From an optimization exercise on the open Yosys and OpenROAD flow, aimed at small area, a short achievable clock period and few clock cycles per item; shortcuts taken in it are not production practice. Only the layout flow was run in this run; the RTL was not checked for function there. No activity file was given, so power comes from the tool's default toggle rates.

===== flow/config.mk =====
export PLATFORM = sky130hd
export DESIGN_NAME = fan_step_hysteresis_level
export DESIGN_NICKNAME = fan_step_hysteresis_level
export VERILOG_FILES = /design/flow/design.v
export SDC_FILE = /design/flow/constraint.sdc
export NUM_CORES = 4
export LEC_CHECK = 0
export CAP_MARGIN = 20
export CORE_MARGIN = 2
export CORE_UTILIZATION = 40
export SETUP_SLACK_MARGIN = 3.0
export SLEW_MARGIN = 20

===== flow/constraint.sdc =====
create_clock -name core_clock -period 5.0 [get_ports {clk}]
set_input_delay 1.0000 -clock core_clock [delete_from_list [all_inputs] [get_ports {clk}]]
set_output_delay 1.0000 -clock core_clock [all_outputs]
set_load 0.01 [all_outputs]

===== flow/design.v =====
package fshl_pkg;
	localparam int TEMP_W      = 10;
	localparam int LEVEL_W     = 3;
	localparam int RPM_W       = 16;
	localparam int CFG_IDX_W   = 3;
	localparam int CFG_DATA_W  = 64;
	localparam int NUM_REGS    = 7;
	localparam int LEVELS_DEF  = 7;
	localparam int BYTE_W      = 8;
	localparam int RPM_LSB     = 48;
	localparam int ON_CPU_LSB  = 0;
	localparam int ON_REG_LSB  = 8;
	localparam int ON_CHG_LSB  = 16;
	localparam int OFF_CPU_LSB = 24;
	localparam int OFF_REG_LSB = 32;
	localparam int OFF_CHG_LSB = 40;
	typedef logic signed [TEMP_W-1:0] temp_t;
	typedef logic [CFG_DATA_W-1:0]    level_word_t;
	typedef logic [RPM_W-1:0]         rpm_t;
	function automatic logic [1:0] ucmp(input logic [TEMP_W-1:0] a, input logic [TEMP_W-1:0] b,
	                                    input int n);
		logic [15:0] g, e;
		for (int i = 0; i < 16; i++) begin
			if (i < n) begin
				g[i] = a[i] & ~b[i];
				e[i] = a[i] | ~b[i];
			end else begin
				g[i] = 1'b0;
				e[i] = 1'b1;
			end
		end
		for (int l = 0; l < 4; l++) begin
			for (int k = 0; k < (8 >> l); k++) begin
				g[k] = g[2*k+1] | (e[2*k+1] & g[2*k]);
				e[k] = g[2*k+1] | (e[2*k+1] & e[2*k]);
			end
		end
		ucmp = {g[0], e[0]};
	endfunction
	function automatic logic [1:0] scmp(input temp_t a, input temp_t b);
		scmp = ucmp({~a[TEMP_W-1], a[TEMP_W-2:0]}, {~b[TEMP_W-1], b[TEMP_W-2:0]}, TEMP_W);
	endfunction
	function automatic logic t_hi(input temp_t t);
		t_hi = ~t[9] & (t[8] | t[7]);
	endfunction
	function automatic logic t_lo(input temp_t t);
		t_lo = t[9] & ~(t[8] & t[7]);
	endfunction
	function automatic logic t_pos(input temp_t t);
		t_pos = ~t[9] & (|t[8:0]);
	endfunction
	function automatic logic [TEMP_W-1:0] t_byte(input temp_t t);
		t_byte = {2'b00, ~t[7], t[6:0]};
	endfunction
	function automatic logic [TEMP_W-1:0] b_byte(input logic [BYTE_W-1:0] b);
		b_byte = {2'b00, ~b[7], b[6:0]};
	endfunction
	function automatic logic gt_b(input temp_t t, input logic [BYTE_W-1:0] b);
		logic [1:0] c;
		c = ucmp(t_byte(t), b_byte(b), BYTE_W);
		gt_b = t_hi(t) | (~t_lo(t) & c[1]);
	endfunction
	function automatic logic lt_b(input temp_t t, input logic [BYTE_W-1:0] b);
		logic [1:0] c;
		c = ucmp(b_byte(b), t_byte(t), BYTE_W);
		lt_b = t_lo(t) | (~t_hi(t) & c[1]);
	endfunction
endpackage
module fshl_lane #(
	parameter bit DOWN = 1'b0
) (
	input  fshl_pkg::temp_t       t_cpu,
	input  fshl_pkg::temp_t       t_reg,
	input  fshl_pkg::temp_t       t_chg,
	input  logic [23:0]           pts,
	output logic [2:0]            hit
);
	if (DOWN) begin : g_dn
		assign hit = {fshl_pkg::lt_b(t_chg, pts[23:16]), fshl_pkg::lt_b(t_reg, pts[15:8]),
		              fshl_pkg::lt_b(t_cpu, pts[7:0])};
	end else begin : g_up
		assign hit = {fshl_pkg::gt_b(t_chg, pts[23:16]), fshl_pkg::gt_b(t_reg, pts[15:8]),
		              fshl_pkg::gt_b(t_cpu, pts[7:0])};
	end
endmodule
module fshl_merge #(
	parameter int LEVELS = fshl_pkg::LEVELS_DEF,
	parameter int LW     = $clog2(LEVELS)
) (
	input  logic [LW-1:0]       lv_now,
	input  logic                fell,
	input  logic                rose,
	input  logic [3*LEVELS-1:0] up_hit,
	input  logic [3*LEVELS-1:0] dn_hit,
	input  logic [LEVELS-1:0]   ok,
	input  logic                up_zero,
	input  logic                dn_zero,
	output logic [LW-1:0]       lv_next
);
	logic [LEVELS-1:0] up_vec;
	logic [LEVELS-1:0] dn_vec;
	logic [LW-1:0]     lv_up;
	logic [LW-1:0]     lv_dn;
	always_comb begin
		for (int g = 0; g < LEVELS; g++) begin
			up_vec[g] = ok[g] ? (up_hit[3*g] || (up_hit[3*g+1] && up_hit[3*g+2])) : up_zero;
			dn_vec[g] = ok[g] ? (dn_hit[3*g] && dn_hit[3*g+1] && dn_hit[3*g+2]) : dn_zero;
		end
	end
	always_comb begin
		lv_up = LW'(LEVELS - 1);
		for (int j = LEVELS - 2; j >= 0; j--) begin
			if ((LW'(j) >= lv_now) && !up_vec[j]) begin
				lv_up = LW'(j);
			end
		end
	end
	always_comb begin
		lv_dn = '0;
		for (int j = 1; j < LEVELS; j++) begin
			if ((LW'(j) <= lv_now) && !dn_vec[j]) begin
				lv_dn = LW'(j);
			end
		end
	end
	always_comb begin
		if (fell) begin
			lv_next = lv_dn;
		end else if (rose) begin
			lv_next = lv_up;
		end else begin
			lv_next = lv_now;
		end
	end
endmodule
module fan_step_hysteresis_level #(
	parameter int LEVELS = fshl_pkg::LEVELS_DEF
) (
	input  logic                           clk,
	input  logic                           arst_n,
	input  logic                           in_valid,
	output logic                           in_stall,
	input  fshl_pkg::temp_t                cpu_temp,
	input  fshl_pkg::temp_t                temp_regulator,
	input  fshl_pkg::temp_t                charger_temp,
	input  logic                           powered,
	output logic                           out_valid,
	input  logic                           out_stall,
	output logic [fshl_pkg::RPM_W-1:0]     target_rpm,
	output logic [fshl_pkg::LEVEL_W-1:0]   fan_level,
	input  logic                           cfg_valid,
	output logic                           cfg_ready,
	input  logic [fshl_pkg::CFG_IDX_W-1:0] cfg_index,
	input  logic [fshl_pkg::CFG_DATA_W-1:0] cfg_data
);
	localparam int LW = $clog2(LEVELS);
	fshl_pkg::level_word_t level_reg_q [LEVELS];
	logic [LEVELS-1:0]     level_ok_q;
	fshl_pkg::temp_t last_cpu_q, last_reg_q, last_chg_q;
	logic            last_ok_q;
	logic              s1_valid_q;
	logic              s1_fell_q, s1_rose_q;
	logic              s1_up_zero_q, s1_dn_zero_q;
	logic [3*LEVELS-1:0] s1_up_q, s1_dn_q;
	logic           s2_valid_q;
	logic [LW-1:0]  level_now_q;
	logic           out_valid_q;
	logic [LW-1:0]  fan_level_q;
	fshl_pkg::rpm_t rpm_q;
	logic              in_acc, push, o_hold, s2_hold;
	logic              fell, rose, fell_l, rose_l, fell_0, rose_0;
	logic              up_zero, dn_zero;
	logic [3*LEVELS-1:0] up_hit, dn_hit;
	logic [1:0]        cmp_cpu, cmp_reg, cmp_chg;
	logic [LW-1:0]     lv_next;
	fshl_pkg::rpm_t    rpm_next;
	assign cfg_ready = 1'b1;
	assign o_hold    = out_valid_q && out_stall;
	assign s2_hold   = s2_valid_q && o_hold;
	assign in_stall  = s1_valid_q && s2_hold;
	assign in_acc    = in_valid && !in_stall;
	assign push      = in_acc && powered;
	for (genvar i = 0; i < LEVELS; i++) begin : g_tbl
		always_ff @(posedge clk) begin
			if (cfg_valid && (int'(cfg_index) == i)) begin
				level_reg_q[i] <= cfg_data;
			end
		end
	end
	always_ff @(posedge clk or negedge arst_n) begin
		if (!arst_n) begin
			level_ok_q <= '0;
		end else if (cfg_valid) begin
			for (int i = 0; i < LEVELS; i++) begin
				if (int'(cfg_index) == i) begin
					level_ok_q[i] <= 1'b1;
				end
			end
		end
	end
	always_ff @(posedge clk) begin
		if (push) begin
			last_cpu_q <= cpu_temp;
			last_reg_q <= temp_regulator;
			last_chg_q <= charger_temp;
		end
	end
	always_ff @(posedge clk or negedge arst_n) begin
		if (!arst_n) begin
			last_ok_q <= 1'b0;
		end else if (push) begin
			last_ok_q <= 1'b1;
		end
	end
	assign cmp_cpu = fshl_pkg::scmp(cpu_temp, last_cpu_q);
	assign cmp_reg = fshl_pkg::scmp(temp_regulator, last_reg_q);
	assign cmp_chg = fshl_pkg::scmp(charger_temp, last_chg_q);
	assign fell_l  = !cmp_cpu[0] || !cmp_reg[0] || !cmp_chg[0];
	assign rose_l  = cmp_cpu[1] || cmp_reg[1] || cmp_chg[1];
	assign fell_0  = cpu_temp[9] || temp_regulator[9] || charger_temp[9];
	assign rose_0  = fshl_pkg::t_pos(cpu_temp) || fshl_pkg::t_pos(temp_regulator) ||
	                 fshl_pkg::t_pos(charger_temp);
	assign fell    = last_ok_q ? fell_l : fell_0;
	assign rose    = last_ok_q ? rose_l : rose_0;
	assign up_zero = fshl_pkg::t_pos(cpu_temp) ||
	                 (fshl_pkg::t_pos(temp_regulator) && fshl_pkg::t_pos(charger_temp));
	assign dn_zero = cpu_temp[9] && temp_regulator[9] && charger_temp[9];
	for (genvar g = 0; g < LEVELS; g++) begin : g_lane
		if (g < LEVELS - 1) begin : g_up
			fshl_lane #(.DOWN(1'b0)) u_up (
				.t_cpu (cpu_temp),
				.t_reg (temp_regulator),
				.t_chg (charger_temp),
				.pts   (level_reg_q[g][23:0]),
				.hit   (up_hit[3*g +: 3])
			);
		end else begin : g_up_none
			assign up_hit[3*g +: 3] = '0;
		end
		if (g > 0) begin : g_dn
			fshl_lane #(.DOWN(1'b1)) u_dn (
				.t_cpu (cpu_temp),
				.t_reg (temp_regulator),
				.t_chg (charger_temp),
				.pts   (level_reg_q[g][47:24]),
				.hit   (dn_hit[3*g +: 3])
			);
		end else begin : g_dn_none
			assign dn_hit[3*g +: 3] = '0;
		end
	end
	always_ff @(posedge clk or negedge arst_n) begin
		if (!arst_n) begin
			s1_valid_q <= 1'b0;
		end else if (!in_stall) begin
			s1_valid_q <= push;
		end
	end
	always_ff @(posedge clk) begin
		if (!in_stall) begin
			s1_fell_q <= fell;
			s1_rose_q <= rose;
			s1_up_q   <= up_hit;
			s1_dn_q   <= dn_hit;
			s1_up_zero_q <= up_zero;
			s1_dn_zero_q <= dn_zero;
		end
	end
	fshl_merge #(
		.LEVELS (LEVELS),
		.LW     (LW)
	) u_merge (
		.lv_now  (level_now_q),
		.fell    (s1_fell_q),
		.rose    (s1_rose_q),
		.up_hit  (s1_up_q),
		.dn_hit  (s1_dn_q),
		.ok      (level_ok_q),
		.up_zero (s1_up_zero_q),
		.dn_zero (s1_dn_zero_q),
		.lv_next (lv_next)
	);
	always_ff @(posedge clk or negedge arst_n) begin
		if (!arst_n) begin
			s2_valid_q  <= 1'b0;
			level_now_q <= '0;
		end else if (!s2_hold) begin
			s2_valid_q <= s1_valid_q;
			if (s1_valid_q) begin
				level_now_q <= lv_next;
			end
		end
	end
	always_comb begin
		rpm_next = '0;
		for (int i = 0; i < LEVELS; i++) begin
			if ((LW'(i) == level_now_q) && level_ok_q[i]) begin
				rpm_next = level_reg_q[i][fshl_pkg::RPM_LSB +: fshl_pkg::RPM_W];
			end
		end
	end
	always_ff @(posedge clk or negedge arst_n) begin
		if (!arst_n) begin
			out_valid_q <= 1'b0;
		end else if (!o_hold) begin
			out_valid_q <= s2_valid_q;
		end
	end
	always_ff @(posedge clk) begin
		if (!o_hold && s2_valid_q) begin
			rpm_q       <= rpm_next;
			fan_level_q <= level_now_q;
		end
	end
	assign out_valid  = out_valid_q;
	assign target_rpm = rpm_q;
	assign fan_level  = fshl_pkg::LEVEL_W'(fan_level_q);
endmodule

===== flow/run.sh =====
#!/bin/bash
# synth_recipe.tcl (not shown) runs the flow's synth.tcl, then flattens the netlist and writes it again
# the make line also repeats each setting of config.mk as NAME=value (left out here)
make -C /OpenROAD-flow-scripts/flow DESIGN_CONFIG=/design/flow/config.mk WORK_HOME=/design/flow/orfs CLKGATE_MAP_FILE= SYNTH_SCRIPT=/design/flow/synth_recipe.tcl finish

==> results.toml <==
[detailed_routing]
first_pass_iters = 6
wl_per_cell_um = 22.0
drc = 0
ant_nets = 0
via_count = 14266
via_per_inst = 5.58
drtIter0Drc = 1059
wl_mm = 56.2

[timing]
fin_setup_tns_ps = 0
report.final.slew_viol_count = 0
finalSetupViolations = 0
hold_viol_final = 0
rsz0062_at_grt = "true"
finalClockSkew_ps = 18.1
period_minus_slack_ps = 2490
tightest_slew_ps = 797
fmax_ghz = 0.401
fin_crit_sh_pct = 49.9
slew_headroom_pct = 46.8

[synth]
ys_ff_latch = 503
synth_top_area_cell = "edfxtp_1"
synth_edf_count = 489
ys.flop_type = "edfxtp_1"
ys_top_cells_by_count = "edfxtp_1, nor2_1, nand2_1"
async_reset_ff_share_pct = 2.78
syn_inst = 1575
yosys.area.top_type_share_pct = 67.4
ys_warn_count = 6
netlist_area_um2 = 21800
postSynthNetCount = 1678
yosysMostFrequentCell = "edfxtp_1"
ys_types = 64
synth.avg_cell_area_um2 = 13.8
synth.top_cells.by_area = "edfxtp_1, maj3_1, maj3_2, nand2b_1, nor2_1"
yosysSeqAreaShare_pct = 69.0

[cts]
cts_buffers = 54
cts.root.buffer_cell = "clkbuf_16"
holdBufCountCts = 0
clkTransAtPathRegs_ps = 60
cts_tree = "yes"
clock_path_buffers = 3
htreeDepth = 2
clkSinkCount = 503
clk_latency_ps = 610

[power]
p_per_area_nw_per_um2 = 382
peakVddDrop_mv = 0.286
leakage_nw = 9.54

[worst_hold_path]
min_path_type = "register to register"

[critical_path]
critical_path_class = "input port to register"
cp_slowest_stage_delay_ps = 320
cp.required_ps = 5370
cpMostUsedCell = "maj3_2"
cp_cell_sequence = "buf_12 -> nor2b_1 -> maj3_2 -> maj3_2 -> maj3_2 -> maj3_2 -> maj3_2 -> a31o_1"
cpMaxStageDelayCell = "maj3_2"
crit_arrival_ps = 2860
crit_path_max_fanout = 6
startpoint_type = "input port"
cp-end-kind = "register"

[die]
die_w_um = 237
die_h_um = 237
io_pins = 125
std_cell_rows = 85
start_util_pct = 40.5
die_area_um2 = 56300
core_um2 = 53800

[global_routing]
grt_pass1_vias = 14330
use_met1_pct = 26.0
grt_use_met2_pct = 34.1
grt_pass1_wl_mm = 85.5
grt_util_met3_pct = 3.08
grt_usage_pct = 19.7
antenna_found_initial = 4
overflow = 0
grt_max_degree = 66
top_usage_layer = "met2"

[finish]
drive_gt1_share_pct = 29.8
num-nets-final = 1923
diodes = 0
syn2layout_area_growth_pct = 28.9
final_area_um2 = 28100
finish.utilization_pct = 52.2

[placed_design]
gp_congestion = 0.843
portBuffers = 123
place_area_um2 = 24400
dpl.hpwl_mm = 34.1

[run]
maxCapViolCount = 0

[outcome]
status = "no timing/DRC/antenna violations"
==> per-stage QoR <==
| stage | cells | hold slack, ps | setup WS [ps] | power (mW) |
|---|---|---|---|---|
| after CTS | 2533 | 503 | 2530 | 10.7 |
| after floorplan | 1575 | 447 | 1340 | 6.06 |
| after global placement | 2344 | 477 | 1040 | 6.60 |
| final | 2555 | 518 | 2510 | 10.7 |
| after detailed placement | 2344 | 490 | 1020 | 6.63 |
| after global routing | 2555 | 527 | 2490 | 11.1 |
==> sequential cells by signal (all words and copies together) (netlist names), 7 cells and up <==
| signal | count |
|---|---|
| last_cpu_q | 10 |
| level_ok_q | 7 |
| s1_dn_q | 18 |
| rpm_q | 16 |
| last_chg_q | 10 |
| s1_up_q | 18 |
| last_reg_q | 10 |
| level_reg_q | 400 |
==> routing by layer <==
layer  part of all wire [%]  vias to the layer above
li1                       -                     6668
met1                     42                     7067
met2                     51                      412
met3                    5.0                      111
met4                    2.4                        8
met5                   0.10                        -
==> worst paths after layout <==
path                                         startpoint                         end  slack [ps]  cells past startpoint
setup / recovery                        charger_temp[0]       s1_dn_q[17]$_DFFE_PN_        2510                      8
hold / removal             level_reg_q[6][55]$_DFFE_PP_          rpm_q[7]$_DFFE_PP_         520                      1
setup reg to reg           level_reg_q[3][40]$_DFFE_PP_       s1_dn_q[11]$_DFFE_PN_        2560                      7
hold reg to reg            level_reg_q[6][55]$_DFFE_PP_          rpm_q[7]$_DFFE_PP_         520                      1
max in group asynchronous                        arst_n  level_now_q[2]$_DFFE_PN0P_        3660                      1
min in group asynchronous                        arst_n      s2_valid_q$_DFFE_PN0N_         830                      1
==> placed cells by master (no fill, tap or decap), types with 12 or more instances in the layout <==
master / count
a211oi_1: 42
buf_4: 82
nand2b_1: 55
clkdlybuf4s50_1: 71
o31ai_1: 13
nand2_1: 83
nor2_2: 17
clkbuf_16: 59
and3_1: 13
clkinvlp_4: 16
a221oi_2: 14
buf_6: 28
nor2_1: 80
o22a_1: 15
maj3_2: 108
a21oi_1: 69
nor2b_1: 51
o21ai_0: 38
nand2b_4: 18
inv_1: 20
nor2_4: 12
o2111ai_1: 14
nor3b_1: 26
a21o_1: 20
nand3_1: 22
o2111ai_2: 23
a221o_1: 16
a31oi_1: 26
buf_2: 23
edfxtp_1: 489
buf_12: 28
==> final cells by class <==
class	count	area [um2]
inverter	45	287
clock inverter	30	342
clock buffer	65	1390
multi-input combinational	951	7290
timing repair buffer	262	2850
fill	4493	25700
sequential	503	15000
timing repair inverter	3	15.0
tap	696	871
==> critical path, delay by kind of cell <==
family | cells | cell delay [ps]
simple gates | 1 | 40
buf+inv | 1 | 90
compound gates | 1 | 210
fa+ha+maj | 5 | 1520
==> what timing repair did <==
action,in CTS,in global routing
gates resized for setup,374,63
setup endpoints to repair,510,236
pin swaps,124,52
gates cloned,12,8
buffers inserted,82,14
==> power breakdown <==
part / switching, mW / internal [mW] / leakage [nW]
logic: 0.937 / 0.805 / 4.05
clock network: 1.65 / 2.29 / 0.834
registers: 0.136 / 4.90 / 4.65
total: 2.72 / 8.00 / 9.54
==> kinds of logic (layout without fill, tap and decap cells) <==
| group | Yosys count | in the layout | synth area share, % |
|---|---|---|---|
| simple gates | 432 | 435 | 10.2 |
| buf+inv | 124 | 405 | 2.19 |
| fa+ha+maj | 115 | 115 | 5.53 |
| compound gates | 400 | 400 | 13.0 |
| flops | 503 | 503 | 69.0 |
| other cells | 1 | 1 | 0.0172 |

what the ideal ports hide:
In the flow no input, the clock included, has a driving cell. The finished layout below was timed again as built, in two steps. Step 1: set_driving_cell puts a clkbuf_16 on clk and a buf_2 on each other input, an assumption about the parent block. Step 2 adds t to the input delays and takes it off the output delays; t is the mean of the earliest and latest rising clock arrival at the registers after step 1. Input paths then give back, and output paths get back, about the clock's delay inside the block. a / b / c = ideal / step 1 / step 2; a / b = the first two.
shift t [ns]: 0.668
setup WS [ns]: 2.507 / 2.508 / 1.840
worst slew at a driven data input, ns: 0.09
After both steps setup and hold are still met in this run. The setup slack of this run moves by +0.001 ns with the drivers and by -0.667 ns with both steps.
